From an optimization exercise on the open Yosys and OpenROAD flow, aimed at small area; shortcuts taken in it are not production practice. Where RTL was checked, it was by simulation tests only, not by an equivalence proof against the original. For run 1, only the layout was checked, not whether the RTL still works. No activity file was given, so power comes from the tool's default toggle rates.

$ cat flow/flow/run.sh
#!/bin/bash
# The standard layout with two changes:
#  - after synthesis, each combinational cell is swapped for the smallest cell of
#    its family (flow/downsize.tcl); the flow's own repair steps size cells back up
#    where timing, slew or load need it
#  - each port is buffered by the smallest buffer cell
# Each step's full output goes to its own log in this folder.
set -euo pipefail
export BUFFER_PORTS_ARGS="-buffer_cell sky130_fd_sc_hd__buf_1"
bash standard.sh synth > synth.log 2>&1
SYNTH_ODB=orfs/results/sky130hd/mipsPipe/base/1_synth.odb \
DONT_USE_LIST="sky130_fd_sc_hd__probe_p_8 sky130_fd_sc_hd__probec_p_8 sky130_fd_sc_hd__lpflow_*" \
	openroad -no_init -exit flow/downsize.tcl > downsize.log 2>&1
bash standard.sh > standard_flow.log 2>&1
$ cat flow/flow/downsize.tcl
# Swap each combinational cell of the synthesized netlist for the smallest cell of
# its family (same function and pins, e.g. a21oi_2 -> a21oi_1). Timing repair later
# in the flow sizes cells back up where the design needs it.
set platform $::env(FLOW_HOME)/platforms/sky130hd
read_lef $platform/lef/sky130_fd_sc_hd.tlef
read_lef $platform/lef/sky130_fd_sc_hd_merged.lef
read_liberty $platform/lib/sky130_fd_sc_hd__tt_025C_1v80.lib
set odb $::env(SYNTH_ODB)
read_db $odb

set dont_use {}
foreach p $::env(DONT_USE_LIST) { lappend dont_use $p }

# smallest-area member of each family
array set best {}
foreach lc [get_lib_cells */*] {
  set name [get_name $lc]
  if {![regexp {^(sky130_fd_sc_hd__.+)_([0-9]+)$} $name -> fam size]} continue
  set skip 0
  foreach p $dont_use { if {[string match $p $name]} { set skip 1 } }
  if {$skip} continue
  set a [get_property $lc area]
  if {![info exists best($fam)] || $a < [lindex $best($fam) 1]} {
    set best($fam) [list $name $a]
  }
}

set saved 0.0
set n 0
foreach inst [get_cells *] {
  set lc [get_lib_cells -of_objects $inst]
  set name [get_name $lc]
  # registers, latches, ties and physical cells stay as they are
  if {[regexp {__(s?e?df|dl|conb|tap|fill|decap|diode)} $name]} continue
  if {![regexp {^(sky130_fd_sc_hd__.+)_([0-9]+)$} $name -> fam size]} continue
  if {![info exists best($fam)]} continue
  set b [lindex $best($fam) 0]
  set a [get_property $lc area]
  if {$b ne $name && [lindex $best($fam) 1] < $a} {
    replace_cell $inst $b
    set saved [expr {$saved + $a - [lindex $best($fam) 1]}]
    incr n
  }
}
puts "downsized $n cells, saving [format %.1f $saved] um2"
write_db $odb
$ cat flow/standard.sh
#!/bin/bash
# synth_recipe.tcl (not shown) runs the flow's synth.tcl, then flattens the netlist and writes it again
# the make line also repeats each setting of config.mk as NAME=value (left out here)
make -C /OpenROAD-flow-scripts/flow DESIGN_CONFIG=/design/flow/config.mk WORK_HOME=/design/flow/orfs CLKGATE_MAP_FILE= SYNTH_SCRIPT=/design/flow/synth_recipe.tcl "${@:-finish}"
$ cat flow/config.mk
export PLATFORM = sky130hd
export DESIGN_NAME = mipsPipe
export DESIGN_NICKNAME = mipsPipe
export VERILOG_FILES = /design/flow/design.v
export SDC_FILE = /design/flow/constraint.sdc
export NUM_CORES = 4
export LEC_CHECK = 0
export CAP_MARGIN = 20
export CORE_MARGIN = 2
export CORE_UTILIZATION = 65
export CTS_BUF_LIST = sky130_fd_sc_hd__clkbuf_8
export CTS_CLUSTER_DIAMETER = 60
export CTS_CLUSTER_SIZE = 20
export SLEW_MARGIN = 20
export SYNTH_HIERARCHICAL = 1
export SYNTH_MINIMUM_KEEP_SIZE = 0
$ cat flow/constraint.sdc
create_clock -name core_clock -period 7.0 [get_ports {clk}]
set_input_delay 1.4000 -clock core_clock [delete_from_list [all_inputs] [get_ports {clk}]]
set_output_delay 1.4000 -clock core_clock [all_outputs]
set_load 0.01 [all_outputs]
$ cat flow/design.v
`timescale 1ns/10ps
module mipsPipe (
	input  logic clk,
	input  logic reset,
	output logic [32-1:0] imemAddr,
	input  logic [32-1:0] imemData,
	output logic [32-1:0] dmemAddr,
	output logic [32-1:0] dmemWdata,
	output logic dmemWe,
	input  logic [32-1:0] dmemRdata
);
	logic [2:0] ph;        
	logic rot;             
	logic [31:2] pc;
	logic [31:0] addrQ;    
	logic [31:0] dataQ;    
	logic carry;           
	logic pcCarry;         
	logic flag;            
	logic boot;            
	logic [5:0] op, fn;
	logic [4:0] rs, rt, rd;
	assign op = imemData[31:26];
	assign rs = imemData[25:21];
	assign rt = imemData[20:16];
	assign rd = imemData[15:11];
	assign fn = imemData[5:0];
	logic isR, fAdd, fSub, fAnd, fOr, fSlt, isAddi, isLw, isSw, isBeq, isJ;
	assign isR = (op == 6'b000000);
	assign fAdd = isR && (fn == 6'b100000);
	assign fSub = isR && (fn == 6'b100010);
	assign fAnd = isR && (fn == 6'b100100);
	assign fOr = isR && (fn == 6'b100101);
	assign fSlt = isR && (fn == 6'b101010);
	assign isAddi = (op == 6'b001000);
	assign isLw = (op == 6'b100011);
	assign isSw = (op == 6'b101011);
	assign isBeq = (op == 6'b000100);
	assign isJ = (op == 6'b000010);
	logic twoTurns, lastTurn;
	assign twoTurns = fSlt || isBeq || isLw || isSw;
	assign lastTurn = rot || !twoTurns || boot;
	logic [3:0] wd;
	logic [4:0] dest;
	logic wen;
	logic [31:1] selA, selB, selW;
	logic [123:0] ringOuts;
	oneHot5 decA (.code(rs), .hot(selA));
	oneHot5 decB (.code(rt), .hot(selB));
	oneHot5 decW (.code(dest & {5{wen}}), .hot(selW));
	logic [3:0] wdN;
	assign wdN = ~wd;
	genvar gi, gb;
	generate
		for (gi = 1; gi < 32; gi++) begin : gReg
			logic [31:0] ring;
			logic [3:0] ringIn;
			for (gb = 0; gb < 4; gb++) begin : gBit
				writeBit wb (.take(selW[gi]), .newN(wdN[gb]), .old(ring[gb]), .d(ringIn[gb]));
			end
			always_ff @(posedge clk) begin
				ring <= {ringIn, ring[31:4]};
			end
			assign ringOuts[4*gi-4 +: 4] = ring[3:0];
		end
	endgenerate
	logic [3:0] a, b;
	andOrMux rdA (.d(ringOuts), .sel(selA), .y(a));
	andOrMux rdB (.d(ringOuts), .sel(selB), .y(b));
	logic [3:0] insD, immD;
	always_comb begin
		case (ph)
			3'd0: insD = imemData[3:0];
			3'd1: insD = imemData[7:4];
			3'd2: insD = imemData[11:8];
			3'd3: insD = imemData[15:12];
			3'd4: insD = imemData[19:16];
			3'd5: insD = imemData[23:20];
			default: insD = imemData[27:24];
		endcase
	end
	assign immD = ph[2] ? {4{imemData[15]}} : insD;
	function automatic logic [4:0] addDigit(input logic [3:0] x, input logic [3:0] y,
		input logic cIn);
		logic c;
		c = cIn;
		for (int i = 0; i < 4; i++) begin
			addDigit[i] = x[i] ^ y[i] ^ c;
			c = (x[i] & y[i]) | (c & (x[i] ^ y[i]));
		end
		addDigit[4] = c;
	endfunction
	logic useImm, sub;
	logic [3:0] bOp, sum, res;
	logic cOut;
	assign useImm = isAddi || isLw || isSw;
	assign sub = fSub || fSlt;
	assign bOp = useImm ? immD : b;
	assign {cOut, sum} = addDigit(a, sub ? ~bOp : bOp, (ph == 3'd0) ? sub : carry);
	assign res = fAnd ? (a & b) : fOr ? (a | b) : sum;
	assign dest = isR ? rd : rt;
	assign wen = rot ? (fSlt || isLw) : (fAdd || fSub || fAnd || fOr || isAddi);
	always_comb begin
		if (!rot) begin
			wd = res;
		end else if (isLw) begin
			wd = (ph == 3'd0) ? dmemRdata[3:0] : dataQ[3:0];
		end else begin
			wd = {3'd0, flag && ph == 3'd0};
		end
	end
	logic [3:0] pcD, pcSum, nextD;
	logic pcCOut;
	always_comb begin
		case (ph)
			3'd0: pcD = pc[5:2];
			3'd1: pcD = pc[9:6];
			3'd2: pcD = pc[13:10];
			3'd3: pcD = pc[17:14];
			3'd4: pcD = pc[21:18];
			3'd5: pcD = pc[25:22];
			3'd6: pcD = pc[29:26];
			default: pcD = {2'b00, pc[31:30]};
		endcase
	end
	assign {pcCOut, pcSum} = addDigit(pcD, (isBeq && !flag) ? immD : 4'd0,
		(ph == 3'd0) || pcCarry);
	always_comb begin
		if (boot) begin
			nextD = 4'd0;
		end else if (!isJ || ph == 3'd7) begin
			nextD = pcSum;
		end else if (ph == 3'd6) begin
			nextD = {pcSum[3:2], insD[1:0]};
		end else begin
			nextD = insD;
		end
	end
	always_ff @(posedge clk) begin
		carry <= cOut;
		pcCarry <= pcCOut;
		addrQ <= {res, addrQ[31:4]};
		if (!rot) begin
			if (isBeq) begin
				flag <= (flag && ph != 3'd0) || (a != b);
			end else if (ph == 3'd7) begin
				flag <= (a[3] != b[3]) ? a[3] : sum[3];
			end
		end
		if (rot && isLw && ph == 3'd0) begin
			dataQ <= {nextD, dmemRdata[31:4]};
		end else begin
			dataQ <= {(!rot && isSw && !boot) ? b : nextD, dataQ[31:4]};
		end
	end
	always_ff @(posedge clk) begin
		if (reset) begin
			ph <= 3'd0;
			rot <= 1'b0;
			boot <= 1'b1;
		end else begin
			ph <= ph + 3'd1;
			if (ph == 3'd7) begin
				rot <= !lastTurn;
				boot <= 1'b0;
			end
		end
	end
	always_ff @(posedge clk) begin
		if (ph == 3'd7 && lastTurn) begin
			pc <= {nextD[1:0], dataQ[31:4]};
		end
	end
	assign imemAddr = {pc, 2'b00};
	assign dmemAddr = addrQ;
	assign dmemWdata = dataQ;
	assign dmemWe = isSw && rot && ph == 3'd0;
endmodule
module oneHot5 (
	input  logic [4:0] code,
	output logic [31:1] hot
);
	logic [3:0] loN;
	logic [7:0] hiN;
	genvar gi;
	generate
		for (gi = 0; gi < 4; gi++) begin : gLo
			assign loN[gi] = !(code[1:0] == gi);
		end
		for (gi = 0; gi < 8; gi++) begin : gHi
			assign hiN[gi] = !(code[4:2] == gi);
		end
		for (gi = 1; gi < 32; gi++) begin : gHot
			nor2 n (.a(loN[gi % 4]), .b(hiN[gi / 4]), .y(hot[gi]));
		end
	endgenerate
endmodule
module nor2 (
	input  logic a, b,
	output logic y
);
	assign y = !(a || b);
endmodule
module andOrMux (
	input  logic [123:0] d,
	input  logic [31:1] sel,
	output logic [3:0] y
);
	genvar gb, gg;
	generate
		for (gb = 0; gb < 4; gb++) begin : gBit
			logic [10:0] part;
			for (gg = 0; gg < 10; gg++) begin : gGrp
				aoi222 g (.a1(d[4*(3*gg)+gb]), .a2(sel[3*gg+1]), .b1(d[4*(3*gg+1)+gb]),
					.b2(sel[3*gg+2]), .c1(d[4*(3*gg+2)+gb]), .c2(sel[3*gg+3]), .y(part[gg]));
			end
			assign part[10] = !(d[4*30+gb] && sel[31]);
			assign y[gb] = ~&part;
		end
	endgenerate
endmodule
module aoi222 (
	input  logic a1, a2, b1, b2, c1, c2,
	output logic y
);
	assign y = ~((a1 & a2) | (b1 & b2) | (c1 & c2));
endmodule
module writeBit (
	input  logic take,
	input  logic newN,
	input  logic old,
	output logic d
);
	logic keepN;
	nor2 n (.a(take), .b(old), .y(keepN));
	aoi21 g (.a1(take), .a2(newN), .b(keepN), .y(d));
endmodule
module aoi21 (
	input  logic a1, a2, b,
	output logic y
);
	assign y = !((a1 && a2) || b);
endmodule
==> out/metrics.yaml, run 1 <==
finalSetupViolCount: 0
timing.slew.headroom_pct: 31.8
crit_required_ps: 7510
antenna_found_initial: 1
period_needed_ps: 5810
cts_max_level: 3
fmax_mhz: 172
crit_path_start_kind: "input pin"
skew_ps: 39.3
overflow: 0
tns_ps: 0
core_sq_um: 40800
hold_class: "register to register"
cp.arrival_ps: 6320
nets: 2170
cts.clk_slew.worst_paths_ps: 110
io_pins: 163
grt_pass1_wl_microns: 87500
drive_gt1_share_pct: 5.49
drtPass1Iterations: 10
period_share_pct: 83.0
grt_pass1_vias: 14600
maxCapViolCount: 0
postSynthAreaPerCell_sq_um: 14.5
avgViaCountPerCell: 5.53
rsz0062_at_grt: "no"
timing.final.max_slew_violations: 0
place_congestion: 0.912
timing_worst_setup_path_type: "input pin to register"
clock_sinks: 1094
yosysWarnings: 7
initialDrtViolationCount: 1493
synth_area_sq_um: 26800
cts_resized: 0
die_w_microns: 207
die_h_microns: 207
cts_buffer_depth: 3
die_area_sq_um: 42900
crit_end: "gReg[7].ring[31]"
p_leak_uw: 0.0114
power_uw: 9320
status: "timing/DRC/antenna clean"
wl_microns: 58600
rr_worst_depth: 17
vias: 14600
worstMarginPinSlew_ps: 1020
grt_max_degree: 32
crit_path_end_kind: "register"
initial_core_util_pct: 65.7
vdd_drop_max_uv: 303
dp_hpwl_microns: 40300
insertion_delay_ps: 670
port_buffers: 160
hold_violations: 0
timing.rr.end: "gReg[7].ring[31]"
crit_fanout: 31
cp-startpoint: "imemData[17]"
hold_buffers: 0
cts_setup_buffers: 0
power.density_nw_per_um2: 318
r2r_start: "ph[0]"
rows: 74
cts_tree: "done"
drc_errors: 0
area_growth_pct: 9.35
track_usage_pct: 27.1
synth_cells: 1854
wl_per_cell_microns: 22.3
rrSetupSlack_ps: 2060
nFillCells: 2537
cts_inserted_buffers: 66
utilization_pct: 71.9
drtAntennaViolNets: 0
cts_root_buf: "clkbuf_8"
[report_power, final]
part	internal (uW)	switching, uW
Clock	1010	1750
Combinational	67.9	148
Sequential	6320	31.9
Total	7390	1930
[worst max-delay path, stage by stage]
cell	delay [ps]
buf_1	280
nand2b_1	480
nor2_1	160
a222oi_1	450
nand4_1	200
a2111o_1	480
mux2i_1	170
o31ai_1	100
xnor2_1	150
fa_1	380
inv_1	80
fa_1	160
inv_1	50
fa_1	410
fa_1	480
mux2_2	310
mux2i_4	170
buf_12	220
a21oi_1	120
[through the flow]
step / hold WS, ps / instance area [sq um] / setup slack [ps] / std cells
floorplan: 310 / 26800 / 859 / 1855
global placement: 309 / 28200 / 690 / 2546
detailed placement: 312 / 28200 / 609 / 2546
CTS: 307 / 29300 / 1300 / 2628
global route: 321 / 29300 / 908 / 2629
finish: 311 / 29400 / 1190 / 2632
[layer usage]
layer  track usage (%)  vias up  part of all wire, %
met4              9.09        0                  2.7
met5                 0        -                    0
met1              37.3     7047                   45
met2              44.3      550                   47
li1                  -     6842                    -
met3              4.24      121                  5.4
[final cells by class]
type / instances / area, sq um / share of cell area, %
sequential: 1094 / 22200 / 75.7
antenna: 4 / 10.0 / 0.0341
clock buffer: 70 / 963 / 3.28
clock inverter: 12 / 155 / 0.528
timing repair buffer: 173 / 711 / 2.42
multi-input combinational: 723 / 4550 / 15.5
tap: 532 / 666 / 2.27
inverter: 24 / 90.1 / 0.307
[sequential cells by signal (all words and copies together) (netlist names)]
signal	cells
gReg.ring	992
carry	1
pc	30
rot	1
flag	1
ph	3
boot	1
pcCarry	1
addrQ	32
dataQ	32
[layout by cell type, fill, tap and decap left out, types with 4 or more instances in the layout]
cell,count
dfxtp_1,1063
nand2b_1,7
buf_4,12
nor2_1,237
edfxtp_1,31
nand2_1,44
diode_2,4
a21oi_1,140
nand4_1,18
nand3_1,11
mux2_2,12
mux2i_1,9
ha_1,14
xnor2_1,4
or3b_1,9
a222oi_1,89
fa_1,8
nor3_1,5
o21ai_0,15
nand3b_1,9
buf_1,160
mux2_1,21
a2111o_1,8
inv_1,26
nor2b_1,6
clkbuf_8,70
[how the worst min path moves through the flow]
stage	start	to	slack, ps	depth (start not counted)
6_report	gReg[27].ring[22]	gReg[27].ring[18]	310	0
5_1_grt	gReg[17].ring[23]	gReg[17].ring[19]	320	0
4_1_cts	gReg[27].ring[22]	gReg[27].ring[18]	310	0
3_5_place_dp	gReg[21].ring[28]	gReg[21].ring[24]	310	0
3_3_place_gp	gReg[24].ring[20]	gReg[24].ring[16]	310	0
2_1_floorplan	gReg[10].ring[4]	gReg[10].ring[0]	310	0
==> run 2, diff against run 1 <==
--- a/flow/design.v
+++ b/flow/design.v
@@ -70,13 +70,11 @@
 	logic [3:0] insD, immD;
-	always_comb begin
-		case (ph)
-			3'd0: insD = imemData[3:0];
-			3'd1: insD = imemData[7:4];
-			3'd2: insD = imemData[11:8];
-			3'd3: insD = imemData[15:12];
-			3'd4: insD = imemData[19:16];
-			3'd5: insD = imemData[23:20];
-			default: insD = imemData[27:24];
-		endcase
-	end
+	logic [7:0] phHot;
+	assign phHot = 8'd1 << ph;
+	genvar gd;
+	generate
+		for (gd = 0; gd < 4; gd++) begin : gInsD
+			pick7 pk (.d({imemData[24+gd], imemData[20+gd], imemData[16+gd], imemData[12+gd],
+				imemData[8+gd], imemData[4+gd], imemData[gd]}), .sel(phHot[6:0]), .y(insD[gd]));
+		end
+	endgenerate
 	assign immD = ph[2] ? {4{imemData[15]}} : insD;
@@ -113,14 +111,12 @@
 	logic pcCOut;
-	always_comb begin
-		case (ph)
-			3'd0: pcD = pc[5:2];
-			3'd1: pcD = pc[9:6];
-			3'd2: pcD = pc[13:10];
-			3'd3: pcD = pc[17:14];
-			3'd4: pcD = pc[21:18];
-			3'd5: pcD = pc[25:22];
-			3'd6: pcD = pc[29:26];
-			default: pcD = {2'b00, pc[31:30]};
-		endcase
-	end
+	generate
+		for (gd = 0; gd < 2; gd++) begin : gPcLo
+			pick8 pk (.d({pc[30+gd], pc[26+gd], pc[22+gd], pc[18+gd], pc[14+gd], pc[10+gd],
+				pc[6+gd], pc[2+gd]}), .sel(phHot), .y(pcD[gd]));
+		end
+		for (gd = 2; gd < 4; gd++) begin : gPcHi
+			pick7 pk (.d({pc[26+gd], pc[22+gd], pc[18+gd], pc[14+gd], pc[10+gd],
+				pc[6+gd], pc[2+gd]}), .sel(phHot[6:0]), .y(pcD[gd]));
+		end
+	endgenerate
 	assign {pcCOut, pcSum} = addDigit(pcD, (isBeq && !flag) ? immD : 4'd0,
@@ -243 +239,23 @@
 endmodule
+module pick7 (
+	input  logic [6:0] d,
+	input  logic [6:0] sel,
+	output logic y
+);
+	logic [2:0] part;
+	aoi222 g0 (.a1(d[0]), .a2(sel[0]), .b1(d[1]), .b2(sel[1]), .c1(d[2]), .c2(sel[2]), .y(part[0]));
+	aoi222 g1 (.a1(d[3]), .a2(sel[3]), .b1(d[4]), .b2(sel[4]), .c1(d[5]), .c2(sel[5]), .y(part[1]));
+	assign part[2] = !(d[6] && sel[6]);
+	assign y = ~&part;
+endmodule
+module pick8 (
+	input  logic [7:0] d,
+	input  logic [7:0] sel,
+	output logic y
+);
+	logic [2:0] part;
+	aoi222 g0 (.a1(d[0]), .a2(sel[0]), .b1(d[1]), .b2(sel[1]), .c1(d[2]), .c2(sel[2]), .y(part[0]));
+	aoi222 g1 (.a1(d[3]), .a2(sel[3]), .b1(d[4]), .b2(sel[4]), .c1(d[5]), .c2(sel[5]), .y(part[1]));
+	assign part[2] = !((d[6] && sel[6]) || (d[7] && sel[7]));
+	assign y = ~&part;
+endmodule
--- a/flow/flow/run.sh
+++ b/flow/flow/run.sh
@@ -9,2 +9,3 @@
 export BUFFER_PORTS_ARGS="-buffer_cell sky130_fd_sc_hd__buf_1"
+export REMOVE_ABC_BUFFERS=1
 bash standard.sh synth > synth.log 2>&1
--- a/flow/flow/downsize.tcl
+++ b/flow/flow/downsize.tcl
@@ -46 +46,4 @@
 write_db $odb
+set tot 0.0
+foreach inst [get_cells *] { set tot [expr {$tot + [get_property [get_lib_cells -of_objects $inst] area]}] }
+puts "area after [format %.1f $tot]"
--- a/flow/config.mk
+++ b/flow/config.mk
@@ -13,2 +13,3 @@
 export CTS_CLUSTER_SIZE = 20
+export GPL_TIMING_DRIVEN = 0
 export SLEW_MARGIN = 20
==> out/metrics.yaml, run 2 <==
cts_buffer_depth: 3  # unchanged
largest_reg_flops: 992  # unchanged
antenna_found_initial: 1  # unchanged
top_register: "gReg.ring"
period_needed_ps: 6320  # +513 ps
final_cell_mix: "dfxtp_1 (1,063), nor2_1 (224), buf_1 (160), a21oi_1 (134), a222oi_1 (96)"
pre_cts_slack_ps: 147  # -462 ps
nets: 2141  # -1.3%
maxCapViolCount: 0  # unchanged
critPathSlowestCell: "nand2b_1"
crit_required_ps: 7520  # about the same
worstMarginPinSlew_ps: 916  # -107 ps
hold_class: "register to register"
place_congestion: 1.02  # +12%
synth_area_sq_um: 26800  # -0.28%
cts_max_level: 3  # unchanged
layout_commonest_cell: "dfxtp_1"
avgViaCountPerCell: 5.47  # -1.1%
cts_resized: 0  # unchanged
hold_depth: 0  # unchanged
placement.cell_area_sq_um: 28300  # +0.11%
p_leak_uw: 0.0114  # -0.22%
die_h_microns: 207  # -0.14%
cts_setup_buffers: 0  # unchanged
period_share_pct: 90.3  # +7.3 points
vdd_drop_max_uv: 246  # -19%
status: "timing/DRC/antenna clean"
path_buf_inv: 4  # unchanged
rows: 74  # unchanged
initialDrtViolationCount: 1565  # +4.8%
crit_path_start_kind: "input pin"
wl_microns: 53000  # -9.4%
crit_path_end_kind: "register"
die_area_sq_um: 42800  # -0.27%
crit_fanout: 16  # -48%
timing_worst_setup_path_type: "input pin to register"
area_growth_pct: 9.77
die_w_microns: 207  # -0.14%
hold_buffers: 0  # unchanged
power.density_nw_per_um2: 315  # -0.80%
cpPeakStageDelay_ps: 610  # +130 ps
drc_errors: 0  # unchanged
timing.final.ws_setup_ps: 680  # -513 ps
insertion_delay_ps: 680  # about the same
finalSetupViolCount: 0  # unchanged
grt_pass1_vias: 13500  # -7.4%
cts_root_buf: "clkbuf_8"
clock_sinks: 1094  # unchanged
rsz0062_at_grt: "no"
cts.clk_slew.worst_paths_ps: 110  # about the same
cts_tree: "done"
yosysWarnings: 7  # unchanged
cts_inserted_buffers: 66  # unchanged
io_pins: 163  # unchanged
timing.final.max_slew_violations: 0  # unchanged
hold_violations: 0  # unchanged
drtPass1Iterations: 13  # +3
rr_worst_depth: 20  # +3
overflow: 0  # unchanged
postSynthAreaPerCell_sq_um: 14.7  # +1.4%
tns_ps: 0  # unchanged
track_usage_pct: 24.6  # -2.5 points
core_sq_um: 40700  # -0.23%
critPathTopFamily: "compound AO/OA/AOI/OAI gates"
dp_hpwl_microns: 37000  # -8.1%
reg_top3: "gReg.ring x992, addrQ x32, dataQ x32"
timing.slew.headroom_pct: 38.9  # +7.1 points
port_buffers: 160  # unchanged
fmax_mhz: 158  # -8.1%
synth_cells: 1823  # -1.7%
drtAntennaViolNets: 0  # unchanged
vias: 14200  # -2.2%
grt_pass1_wl_microns: 77100  # -12%
wl_per_cell_microns: 20.4  # -8.4%
design_area_sq_um: 29400  # about the same
path_cells: "buf_1 > nand2b_1 > nor2_1 > a222oi_1 > nand4_1 > a2111o_1 > mux2i_1 > xor2_1 > fa_1 > inv_1 > fa_1 > inv_1 > fa_1 > fa_1 > mux2_2 > a21oi_4 > buf_16 > a21oi_1"
skew_ps: 33.7  # -5.62 ps
drive_gt1_share_pct: 6.58  # +1.1 points
cp_num_cells: 18  # -1
cpMostUsedCell: "fa_1"
initial_core_util_pct: 65.7  # about the same
grt_max_degree: 31  # -3.1%
cp.arrival_ps: 6840  # +520 ps
## run 2: where the power goes
group / total, uW / switching [uW] / leakage (uW) / internal, uW
Sequential: 6310 / 19.4 / 0.00886 / 6290
Combinational: 178 / 122 / 0.00197 / 56.0
Clock: 2770 / 1740 / 0.000570 / 1020
Total: 9260 / 1880 / 0.0114 / 7370
## run 2: worst paths after layout
check,from,slack [ps],end
min reg2reg,gReg[17].ring[8],320,gReg[17].ring[4]
max,imemData[17],680,gReg[28].ring[31]
max reg2reg,ph[0],1530,gReg[28].ring[31]
min,gReg[17].ring[8],320,gReg[17].ring[4]
## run 2: layout make-up
class / count / area [sq um]
Tap cell: 532 / 666
Clock inverter: 15 / 188
Inverter: 28 / 105
Multi-Input combinational cell: 692 / 4470
Sequential cell: 1094 / 22200
Fill cell: 2760 / 11400
Antenna cell: 1 / 2.50
Timing Repair Buffer: 171 / 803
Clock buffer: 68 / 936
## run 2: layer usage
metal  share of wire (%)  wire length [microns]  up-vias  track usage, %
li1                    -                      -     6724               -
met1                  45                  24000     6684            34.7
met4                 4.6                   2440        2            11.8
met2                  42                  22100      639            36.1
met5               0.025                     13        -               0
met3                 8.6                   4560      188            5.97
## run 2: through the flow
stage	power (uW)	std cells	hold slack, ps	util [%]
2_1_floorplan	6530	1814	310	-
3_3_place_gp	6610	2506	310	68.7
3_5_place_dp	6630	2517	312	69.4
4_1_cts	9330	2600	320	72.1
5_1_grt	9560	2600	319	72.1
6_report	9260	2601	320	72.1
==> run 3, diff against run 2 <==
--- a/flow/config.mk
+++ b/flow/config.mk
@@ -9,3 +9,3 @@
 export CORE_MARGIN = 2
-export CORE_UTILIZATION = 65
+export CORE_UTILIZATION = 70
 export CTS_BUF_LIST = sky130_fd_sc_hd__clkbuf_8
@@ -13,3 +13,2 @@
 export CTS_CLUSTER_SIZE = 20
-export GPL_TIMING_DRIVEN = 0
 export SLEW_MARGIN = 20
==> out/metrics.yaml, run 3 <==
power.density_nw_per_um2: 313  # -0.61%
wl_per_cell_microns: 23.9  # +17%
io_pins: 163  # unchanged
critPathTopFamily: "adder cells"
nets: 2133  # -0.37%
port_buffers: 160  # unchanged
p_sw_share_pct: 20.6  # +0.23 points
overflow: 0  # unchanged
cts_tree: "done"
worstMarginPinSlew_ps: 1010  # +92.8 ps
vias: 14800  # +4.2%
hold_class: "register to register"
power_frac_comb_pct: 1.8  # about the same
largest_reg_flops: 992  # unchanged
drtPass1Iterations: 13  # unchanged
fmax_mhz: 173  # +9.5%
finalSetupViolCount: 0  # unchanged
timing_worst_setup_path_type: "input pin to register"
grt_pass1_wl_microns: 89500  # +16%
cts_setup_buffers: 0  # unchanged
status: "timing/DRC/antenna clean"
grt_pass1_vias: 14900  # +10%
drive_gt1_share_pct: 5.89  # -0.69 points
cts.clk_slew.worst_paths_ps: 120  # about the same
utilization_pct: 77.2  # +5.0 points
wl_microns: 61200  # +15%
initialDrtViolationCount: 1836  # +17%
cts_max_level: 2  # -1
clock_sinks: 1094  # unchanged
maxCapViolCount: 0  # unchanged
cts_resized: 0  # unchanged
power.switching_uw: 1870  # -0.60%
period_needed_ps: 5770  # -546 ps
crit_required_ps: 7570  # +50 ps
synth_area_sq_um: 26800  # unchanged
avgViaCountPerCell: 5.79  # +5.7%
crit_path_end_kind: "register"
timing.final.ws_setup_ps: 1230  # +546 ps
crit_path_start_kind: "input pin"
area_growth_pct: 8.56
die_w_microns: 200  # -3.6%
core_sq_um: 37700  # -7.5%
hold_violations: 0  # unchanged
period_share_pct: 82.5  # -7.8 points
placement.cell_area_sq_um: 28100  # -0.60%
nFillCells: 2025  # -27%
design_area_sq_um: 29100  # -1.1%
cts_root_buf: "clkbuf_8"
clkPwrFrac_pct: 28.7  # -1.2 points
path_buf_inv: 4  # unchanged
rows: 71  # -4.1%
initial_core_util_pct: 71.1  # +5.4 points
place_congestion: 0.925  # -9.4%
yosysWarnings: 7  # unchanged
vdd_drop_max_uv: 324  # +32%
die_h_microns: 200  # -3.6%
antenna_found_initial: 0  # -1
timing.slew.headroom_pct: 32.7  # -6.2 points
dp_hpwl_microns: 41200  # +11%
p_seq_share_pct: 69.5  # +1.3 points
die_area_sq_um: 39800  # -7.0%
layout_commonest_cell: "dfxtp_1"
cp.arrival_ps: 6340  # -500 ps
grt_max_degree: 32  # +3.2%
final_cell_mix: "dfxtp_1 (1,063), nor2_1 (224), buf_1 (160), a21oi_1 (134), a222oi_1 (96)"
cts_inserted_buffers: 61  # -7.6%
drtAntennaViolNets: 0  # unchanged
drc_errors: 0  # unchanged
skew_ps: 36.6  # +2.92 ps
critPathSlowestCell: "nand2b_1"
antennaDiodeCount: 0  # -1
postSynthAreaPerCell_sq_um: 14.7  # unchanged
pre_cts_slack_ps: 591  # +443 ps
p_leak_uw: 0.0113  # -1.2%
track_usage_pct: 31.0  # +6.4 points
path_cells: "buf_1 > nand2b_1 > nor2_1 > a222oi_1 > nand4_1 > a2111o_1 > mux2i_1 > xor2_1 > fa_1 > inv_1 > fa_1 > inv_1 > fa_1 > fa_1 > mux2_2 > a21oi_4 > buf_4 > a21oi_1"
cpMostUsedCell: "fa_1"
top_register: "gReg.ring"
p_int_uw: 7230  # -2.0%
cpPeakStageDelay_ps: 480  # -130 ps
tns_ps: 0  # unchanged
synth_cells: 1823  # unchanged
hold_buffers: 0  # unchanged
insertion_delay_ps: 720  # +40 ps
timing.final.max_slew_violations: 0  # unchanged
crit_fanout: 31  # +15
cts_buffer_depth: 3  # unchanged
rsz0062_at_grt: "no"
reg_top3: "gReg.ring x992, addrQ x32, dataQ x32"
fin_hold_ws_ps: 323  # +3.69 ps
run 3: cell types whose count changed in the layout (fill, tap and decap cells not counted), sizes merged:
cell,change
clkbuf,-7
buf,-3
clkinvlp,-3
bufinv,-1
clkinv,-1
diode,-1
inv,+1
run 3: area by class of cell:
cell class,count,area (sq um),area share [%]
clock inverters,11,133,0.456
flip-flops and latches,1094,22200,76.4
multi-input cells,692,4470,15.4
well taps,511,639,2.20
inverters,28,105,0.362
clock buffers,61,840,2.89
repair buffers,168,661,2.27
run 3: power by group through the flow:
stage / Combinational, uW / Sequential, uW / Clock [uW]
final: 167 / 6320 / 2610
after global routing: 178 / 6330 / 2840
after CTS: 163 / 6320 / 2650
after detailed placement: 160 / 6460 / 0
after global placement: 156 / 6460 / 0
after floorplan: 78.7 / 6450 / 0
run 3: final timing paths:
path	slack (ps)	start	endpoint	depth (start not counted)
setup / recovery	1230	imemData[17]	gReg[26].ring[31]	18
hold / removal	320	gReg[15].ring[14]	gReg[15].ring[10]	0
setup reg to reg	1560	ph[0]	gReg[26].ring[31]	20
hold reg to reg	320	gReg[15].ring[14]	gReg[15].ring[10]	0
run 3: per-stage QoR:
step	total power, uW	std cells
after detailed placement	6620	2493
final	9100	2565
after CTS	9130	2565
after global routing	9350	2565
after floorplan	6530	1814
after global placement	6610	2493
run 3: layer usage:
metal | part of all wire (%) | track usage (%)
met1 | 41 | 40.9
met2 | 48 | 52.1
met3 | 8.6 | 5.52
met4 | 3.2 | 11.0
met5 | 0 | 0
==> run 4, diff against run 3 <==
--- a/flow/flow/run.sh
+++ b/flow/flow/run.sh
@@ -9,3 +9,2 @@
 export BUFFER_PORTS_ARGS="-buffer_cell sky130_fd_sc_hd__buf_1"
-export REMOVE_ABC_BUFFERS=1
 bash standard.sh synth > synth.log 2>&1
--- a/flow/flow/downsize.tcl
+++ b/flow/flow/downsize.tcl
@@ -46,4 +46 @@
 write_db $odb
-set tot 0.0
-foreach inst [get_cells *] { set tot [expr {$tot + [get_property [get_lib_cells -of_objects $inst] area]}] }
-puts "area after [format %.1f $tot]"
--- a/flow/config.mk
+++ b/flow/config.mk
@@ -9,3 +9,3 @@
 export CORE_MARGIN = 2
-export CORE_UTILIZATION = 70
+export CORE_UTILIZATION = 65
 export CTS_BUF_LIST = sky130_fd_sc_hd__clkbuf_8
==> out/metrics.yaml, run 4 <==
status: "timing/DRC/antenna clean"
port_buffers: 160  # unchanged
drc_errors: 0  # unchanged
min_to: "gReg[29].ring[5]"
place_congestion: 0.887  # -4.2%
finalSetupViolCount: 0  # unchanged
wl_microns: 55200  # -9.8%
postSynthAreaPerCell_sq_um: 14.7  # unchanged
hold_buffers: 0  # unchanged
rr_worst_depth: 20  # unchanged
core_sq_um: 40700  # +8.2%
p_seq_share_pct: 69.0  # -0.5 points
crit_fanout: 31  # unchanged
cts.clk_slew.worst_paths_ps: 110  # about the same
tns_ps: 0  # unchanged
drtPass1Iterations: 10  # -3
timing_worst_setup_path_type: "input pin to register"
rsz0062_at_grt: "no"
worstMarginPinSlew_ps: 899  # -110 ps
grt_pass1_vias: 13700  # -7.9%
die_h_microns: 207  # +3.7%
crit_path_end_kind: "register"
crit_required_ps: 7520  # -50 ps
power.density_nw_per_um2: 314  # +0.18%
rows: 74  # +4.2%
power.switching_uw: 1860  # -0.53%
dp_hpwl_microns: 39800  # -3.5%
rrSetupSlack_ps: 1570  # about the same
wl_per_cell_microns: 21.3  # -11%
power_frac_comb_pct: 1.8  # about the same
cts_max_level: 3  # +1
timing.rr.end: "gReg[30].ring[31]"
cts_buffer_depth: 3  # unchanged
initial_core_util_pct: 65.7  # -5.4 points
area_growth_pct: 9.08
cts_root_buf: "clkbuf_8"
skew_ps: 44.5  # +7.83 ps
vdd_drop_max_uv: 264  # -19%
crit_path_start_kind: "input pin"
p_sw_share_pct: 20.3  # -0.24 points
period_needed_ps: 5780  # +9.84 ps
reg_top3: "gReg.ring x992, addrQ x32, dataQ x32"
layout_commonest_cell: "dfxtp_1"
instances_no_fill: 2596  # +1.2%
maxCapViolCount: 0  # unchanged
clock_sinks: 1094  # unchanged
min-delay-start: "gReg[29].ring[9]"
drive_gt1_share_pct: 6.44  # +0.55 points
track_usage_pct: 25.8  # -5.2 points
hold_violations: 0  # unchanged
hold_depth: 0  # unchanged
synth_area_sq_um: 26800  # unchanged
insertion_delay_ps: 670  # -50 ps
hold_class: "register to register"
drtAntennaViolNets: 0  # unchanged
p_leak_uw: 0.0113  # +0.53%
top_register: "gReg.ring"
yosysWarnings: 7  # unchanged
dp_cells: 2515  # +0.88%
fmax_mhz: 173  # -0.17%
antenna_found_initial: 0  # unchanged
period_share_pct: 82.6  # +0.14 points
grt_max_degree: 32  # unchanged
largest_reg_flops: 992  # unchanged
cp.arrival_ps: 6310  # -30 ps
antennaDiodeCount: 0  # unchanged
nets: 2139  # +0.28%
avgViaCountPerCell: 5.45  # -5.8%
cts_inserted_buffers: 66  # +8.2%
final_cell_mix: "dfxtp_1 (1,063), nor2_1 (224), buf_1 (160), a21oi_1 (134), a222oi_1 (96)"
synth_cells: 1823  # unchanged
clkPwrFrac_pct: 29.3  # +0.6 points
vias: 14200  # -4.6%
initialDrtViolationCount: 1327  # -28%
cts_resized: 0  # unchanged
cts_tree: "done"
grt_pass1_wl_microns: 80800  # -9.8%
p_int_uw: 7300  # +0.96%
overflow: 0  # unchanged
die_w_microns: 207  # +3.7%
timing.final.max_slew_violations: 0  # unchanged
io_pins: 163  # unchanged
timing.slew.headroom_pct: 40.1  # +7.3 points
cts_setup_buffers: 0  # unchanged
die_area_sq_um: 42800  # +7.5%
r2r_start: "ph[0]"
## run 4: per-stage QoR
stage / instance area [sq um] / util (%) / hold slack, ps / power (uW) / setup WS (ps)
2_1_floorplan: 26800 / - / 310 / 6530 / 1010
3_3_place_gp: 28100 / 69.1 / 309 / 6610 / 761
3_5_place_dp: 28100 / 69.1 / 312 / 6620 / 633
4_1_cts: 29200 / 71.7 / 313 / 9220 / 1330
5_1_grt: 29200 / 71.7 / 322 / 9430 / 1070
6_report: 29200 / 71.7 / 306 / 9160 / 1220
## run 4: how the worst max path moves through the flow
stage,startpoint,end,slack (ps),cells past startpoint
after floorplan,imemData[31],gReg[10].ring[31],1010,13
after global placement,imemData[17],gReg[21].ring[31],760,18
after detailed placement,imemData[17],gReg[19].ring[31],630,18
after CTS,imemData[17],gReg[19].ring[31],1330,18
after global routing,imemData[17],gReg[19].ring[31],1070,18
final,imemData[19],gReg[30].ring[31],1220,18
## run 4: final cells by class
cell class	count	area, sq um
Clock buffer	68	936
Clock inverter	13	129
Fill cell	2593	11500
Inverter	28	105
Multi-Input combinational cell	692	4470
Sequential cell	1094	22200
Tap cell	532	666
Timing Repair Buffer	169	681
## run 4: power groups by stage
stage               clock network, uW  registers, uW  logic [uW]
finish                           2680           6320         162
global route                     2930           6320         177
CTS                              2740           6320         161
detailed placement                  0           6460         160
global placement                    0           6460         157
floorplan                           0           6450        81.0
## run 4: metal layers
metal / vias to the layer above / global-route usage [%] / part of all wire (%)
met5: - / 0 / 0
met4: 0 / 7.95 / 2.3
met3: 92 / 4.57 / 6.4
met2: 525 / 41.7 / 46
met1: 6819 / 36.0 / 46
li1: 6714 / - / -
## run 4: critical path, stage by stage
cell and delay [ps]:
buf_1 420, or3b_1 260, nor2_1 120, a222oi_1 500, nand4_1 220, a2111o_1 460
mux2i_1 180, xor2_1 110, fa_1 390, inv_1 90, fa_1 160, inv_1 50
fa_1 430, fa_1 460, mux2_2 320, a21oi_4 140, buf_4 400, a21oi_1 150
==> run 5, diff against run 4 <==
--- a/flow/design.v
+++ b/flow/design.v
@@ -145,8 +145,16 @@
 		end
-		if (rot && isLw && ph == 3'd0) begin
-			dataQ <= {nextD, dmemRdata[31:4]};
-		end else begin
-			dataQ <= {(!rot && isSw && !boot) ? b : nextD, dataQ[31:4]};
-		end
-	end
+		dataQ <= {dataIn, dataNext};
+	end
+	logic grab, grabN;
+	logic [3:0] dataIn;
+	logic [27:0] dataNext;
+	assign grab = rot && isLw && ph == 3'd0;
+	assign grabN = !grab;
+	assign dataIn = (!rot && isSw && !boot) ? b : nextD;
+	generate
+		for (gd = 0; gd < 28; gd++) begin : gGrab
+			andOr22 g (.a1(grab), .a2(dmemRdata[gd+4]), .b1(grabN), .b2(dataQ[gd+4]),
+				.y(dataNext[gd]));
+		end
+	endgenerate
 	always_ff @(posedge clk) begin
@@ -164,6 +172,14 @@
 	end
+	logic pcLoad, pcLoadN;
+	logic [31:2] pcNew, pcIn;
+	assign pcLoad = ph == 3'd7 && lastTurn;
+	assign pcLoadN = !pcLoad;
+	assign pcNew = {nextD[1:0], dataQ[31:4]};
+	generate
+		for (gd = 2; gd < 32; gd++) begin : gPc
+			andOr22 g (.a1(pcLoad), .a2(pcNew[gd]), .b1(pcLoadN), .b2(pc[gd]), .y(pcIn[gd]));
+		end
+	endgenerate
 	always_ff @(posedge clk) begin
-		if (ph == 3'd7 && lastTurn) begin
-			pc <= {nextD[1:0], dataQ[31:4]};
-		end
+		pc <= pcIn;
 	end
@@ -261 +277,7 @@
 endmodule
+module andOr22 (
+	input  logic a1, a2, b1, b2,
+	output logic y
+);
+	assign y = (a1 && a2) || (b1 && b2);
+endmodule
--- a/flow/flow/run.sh
+++ b/flow/flow/run.sh
@@ -9,2 +9,3 @@
 export BUFFER_PORTS_ARGS="-buffer_cell sky130_fd_sc_hd__buf_1"
+export REMOVE_ABC_BUFFERS=1
 bash standard.sh synth > synth.log 2>&1
--- a/flow/flow/downsize.tcl
+++ b/flow/flow/downsize.tcl
@@ -46 +46,4 @@
 write_db $odb
+set tot 0.0
+foreach inst [get_cells *] { set tot [expr {$tot + [get_property [get_lib_cells -of_objects $inst] area]}] }
+puts "area after [format %.1f $tot]"
--- a/flow/config.mk
+++ b/flow/config.mk
@@ -9,3 +9,3 @@
 export CORE_MARGIN = 2
-export CORE_UTILIZATION = 65
+export CORE_UTILIZATION = 70
 export CTS_BUF_LIST = sky130_fd_sc_hd__clkbuf_8
==> out/metrics.yaml, run 5 <==
status: "timing/DRC/antenna clean"
rows: 71  # -4.1%
timing.final.max_slew_violations: 0  # unchanged
cts.clk_slew.worst_paths_ps: 120  # about the same
fin_hold_ws_ps: 290  # -16.0 ps
insertion_delay_ps: 740  # +70 ps
drtAntennaViolNets: 0  # unchanged
yosysWarnings: 7  # unchanged
port_buffers: 160  # unchanged
cts_inserted_buffers: 61  # -7.6%
cts_tree: "done"
skew_ps: 53.9  # +9.45 ps
place_congestion: 0.926  # +4.4%
timing.slew.headroom_pct: 36.2  # -3.8 points
crit_required_ps: 7580  # +60 ps
grt_use_met3_pct: 5.67  # +1.1 points
initialDrtViolationCount: 1567  # +18%
worstMarginPinSlew_ps: 957  # +57.5 ps
crit_path_start_kind: "input pin"
cp-startpoint: "imemData[17]"
core_sq_um: 37600  # -7.8%
die_w_microns: 199  # -3.8%
hold_class: "register to register"
track_usage_pct: 30.2  # +4.3 points
cp.arrival_ps: 6400  # +90 ps
r2r_start: "ph[2]"
cts_max_level: 2  # -1
avgViaCountPerCell: 5.79  # +6.2%
wl_microns: 60100  # +8.9%
globalRouteMet1Util_pct: 40.6  # +4.6 points
instances_no_fill: 2599  # +0.12%
die_area_sq_um: 39700  # -7.4%
nets: 2170  # +1.4%
tns_ps: 0  # unchanged
largest_reg_flops: 992  # unchanged
pre_cts_slack_ps: 497  # -136 ps
drive_gt1_share_pct: 4.55  # -1.9 points
min-delay-start: "gReg[4].ring[23]"
die_h_microns: 199  # -3.8%
nFillCells: 2128  # -18%
grt_pass1_wl_microns: 87700  # +8.6%
p_leak_uw: 0.0112  # -0.69%
vias: 15000  # +6.3%
crit_fanout: 31  # unchanged
timing_worst_setup_path_type: "input pin to register"
reg_top3: "gReg.ring x992, addrQ x32, dataQ x32"
drc_errors: 0  # unchanged
drtPass1Iterations: 10  # unchanged
period_share_pct: 83.2  # +0.56 points
final_cell_mix: "dfxtp_1 (1,093), nor2_1 (222), buf_1 (160), a21oi_1 (135), a222oi_1 (96)"
io_pins: 163  # unchanged
cts_root_buf: "clkbuf_8"
synth_cells: 1856  # +1.8%
power.density_nw_per_um2: 312  # -0.50%
grt_pass1_vias: 14600  # +6.7%
maxCapViolCount: 0  # unchanged
cts_setup_buffers: 0  # unchanged
timing.final.ws_setup_ps: 1180  # -38.9 ps
crit_path_end_kind: "register"
grt-busiest-layer: "met2"
vdd_drop_max_uv: 264  # +0.16%
dp_hpwl_microns: 41100  # +3.2%
wl_per_cell_microns: 23.1  # +8.8%
grt_max_degree: 32  # unchanged
rsz0062_at_grt: "no"
fmax_mhz: 172  # -0.67%
cts_buffer_depth: 3  # unchanged
layout_commonest_cell: "dfxtp_1"
cts_resized: 0  # unchanged
dp_cells: 2529  # +0.56%
top_register: "gReg.ring"
postSynthAreaPerCell_sq_um: 14.4  # -2.2%
power_uw: 9030  # -1.4%
hold_buffers: 0  # unchanged
synth_area_sq_um: 26700  # -0.43%
antenna_found_initial: 1  # +1
area_growth_pct: 8.55
period_needed_ps: 5820  # +38.9 ps
finalSetupViolCount: 0  # unchanged
overflow: 0  # unchanged
use_met2_pct: 49.2  # +7.5 points
initial_core_util_pct: 70.9  # +5.2 points
hold_violations: 0  # unchanged
clock_sinks: 1094  # unchanged
==> run 5: layer usage <==
metal	share of wire [%]	vias up
li1	-	6869
met1	42	7293
met2	47	756
met3	8.3	130
met4	3.1	0
met5	0	-
==> run 5: worst max-delay path: stages <==
cell and delay [ps]:
buf_1 290, nand2b_1 430, nor2_1 150, a222oi_1 420
nand4_1 210, a2111o_1 440, inv_1 100, mux2i_1 90
xnor2_1 170, fa_1 360, inv_1 100, fa_1 190
inv_1 60, fa_1 410, fa_1 460, mux2_1 360
a21oi_4 160, buf_4 400, a21oi_1 160
==> run 5: worst paths after layout <==
| path | depth (start not counted) | to | slack, ps |
|---|---|---|---|
| worst max-delay path | 19 | gReg[24].ring[31] | 1180 |
| worst min-delay path | 0 | gReg[4].ring[19] | 290 |
| worst max register to register | 17 | gReg[24].ring[31] | 1350 |
| worst min register to register | 0 | gReg[4].ring[19] | 290 |
==> run 5: metrics by stage <==
step                      area (sq um)  utilization (%)
final                            28900             77.0
after global routing             28900             77.0
after CTS                        28900             76.9
after detailed placement         28000             74.5
after global placement           28000             74.5
after floorplan                  26600                -
==> run 5: area by class of cell <==
| class | count | area (sq um) | area share [%] |
|---|---|---|---|
| Sequential cell | 1094 | 21900 | 75.7 |
| Multi-Input combinational cell | 729 | 4680 | 16.2 |
| Clock buffer | 62 | 853 | 2.95 |
| Timing Repair Buffer | 171 | 687 | 2.37 |
| Tap cell | 511 | 639 | 2.21 |
| Inverter | 25 | 93.8 | 0.324 |
| Clock inverter | 6 | 61.3 | 0.212 |
| Antenna cell | 1 | 2.50 | 0.00865 |
==> run 5: power by group <==
part,switching (uW),internal (uW),total [uW],leakage [uW]
Clock,1730,816,2540,0.000472
Combinational,118,49.8,167,0.00195
Sequential,33.5,6280,6320,0.00883

[separate check: timing with driven ports]
The flow's constraints put no driver on any port. The routed layouts listed below were extracted and timed again, unchanged, in two steps. Step 1 (the two cells are an assumption about what drives the block):
set clk [get_ports {clk}]
set_driving_cell -lib_cell sky130_fd_sc_hd__clkbuf_16 $clk
set_driving_cell -lib_cell sky130_fd_sc_hd__buf_2 [delete_from_list [all_inputs] $clk]
Step 2, shift: input delay + t, output delay - t, t = (earliest + latest rising clock arrival at the registers) / 2. This alone moves slack from input paths to output paths. Three values: ideal ports, drivers, drivers and shift; two values: the first two.
run | shift t [ns] | setup slack, ns | slew at the worst register clock pin (ns)
run 1 | 0.703 | 1.193 / 1.220 / 0.517 | 0.12 / 0.12
run 2 | 0.711 | 0.680 / 0.703 / -0.008 | 0.11 / 0.11
run 3 | 0.758 | 1.227 / 1.250 / 0.492 | 0.12 / 0.12
run 4 | 0.705 | 1.217 / 1.230 / 0.526 | 0.12 / 0.12
run 5 | 0.764 | 1.178 / 1.199 / 0.435 | 0.12 / 0.12
Met with ideal ports but missed after step 2: setup timing in run 2. For run 5, which loses most, drivers alone change the setup slack by +0.021 ns; drivers and shift together by -0.743 ns.
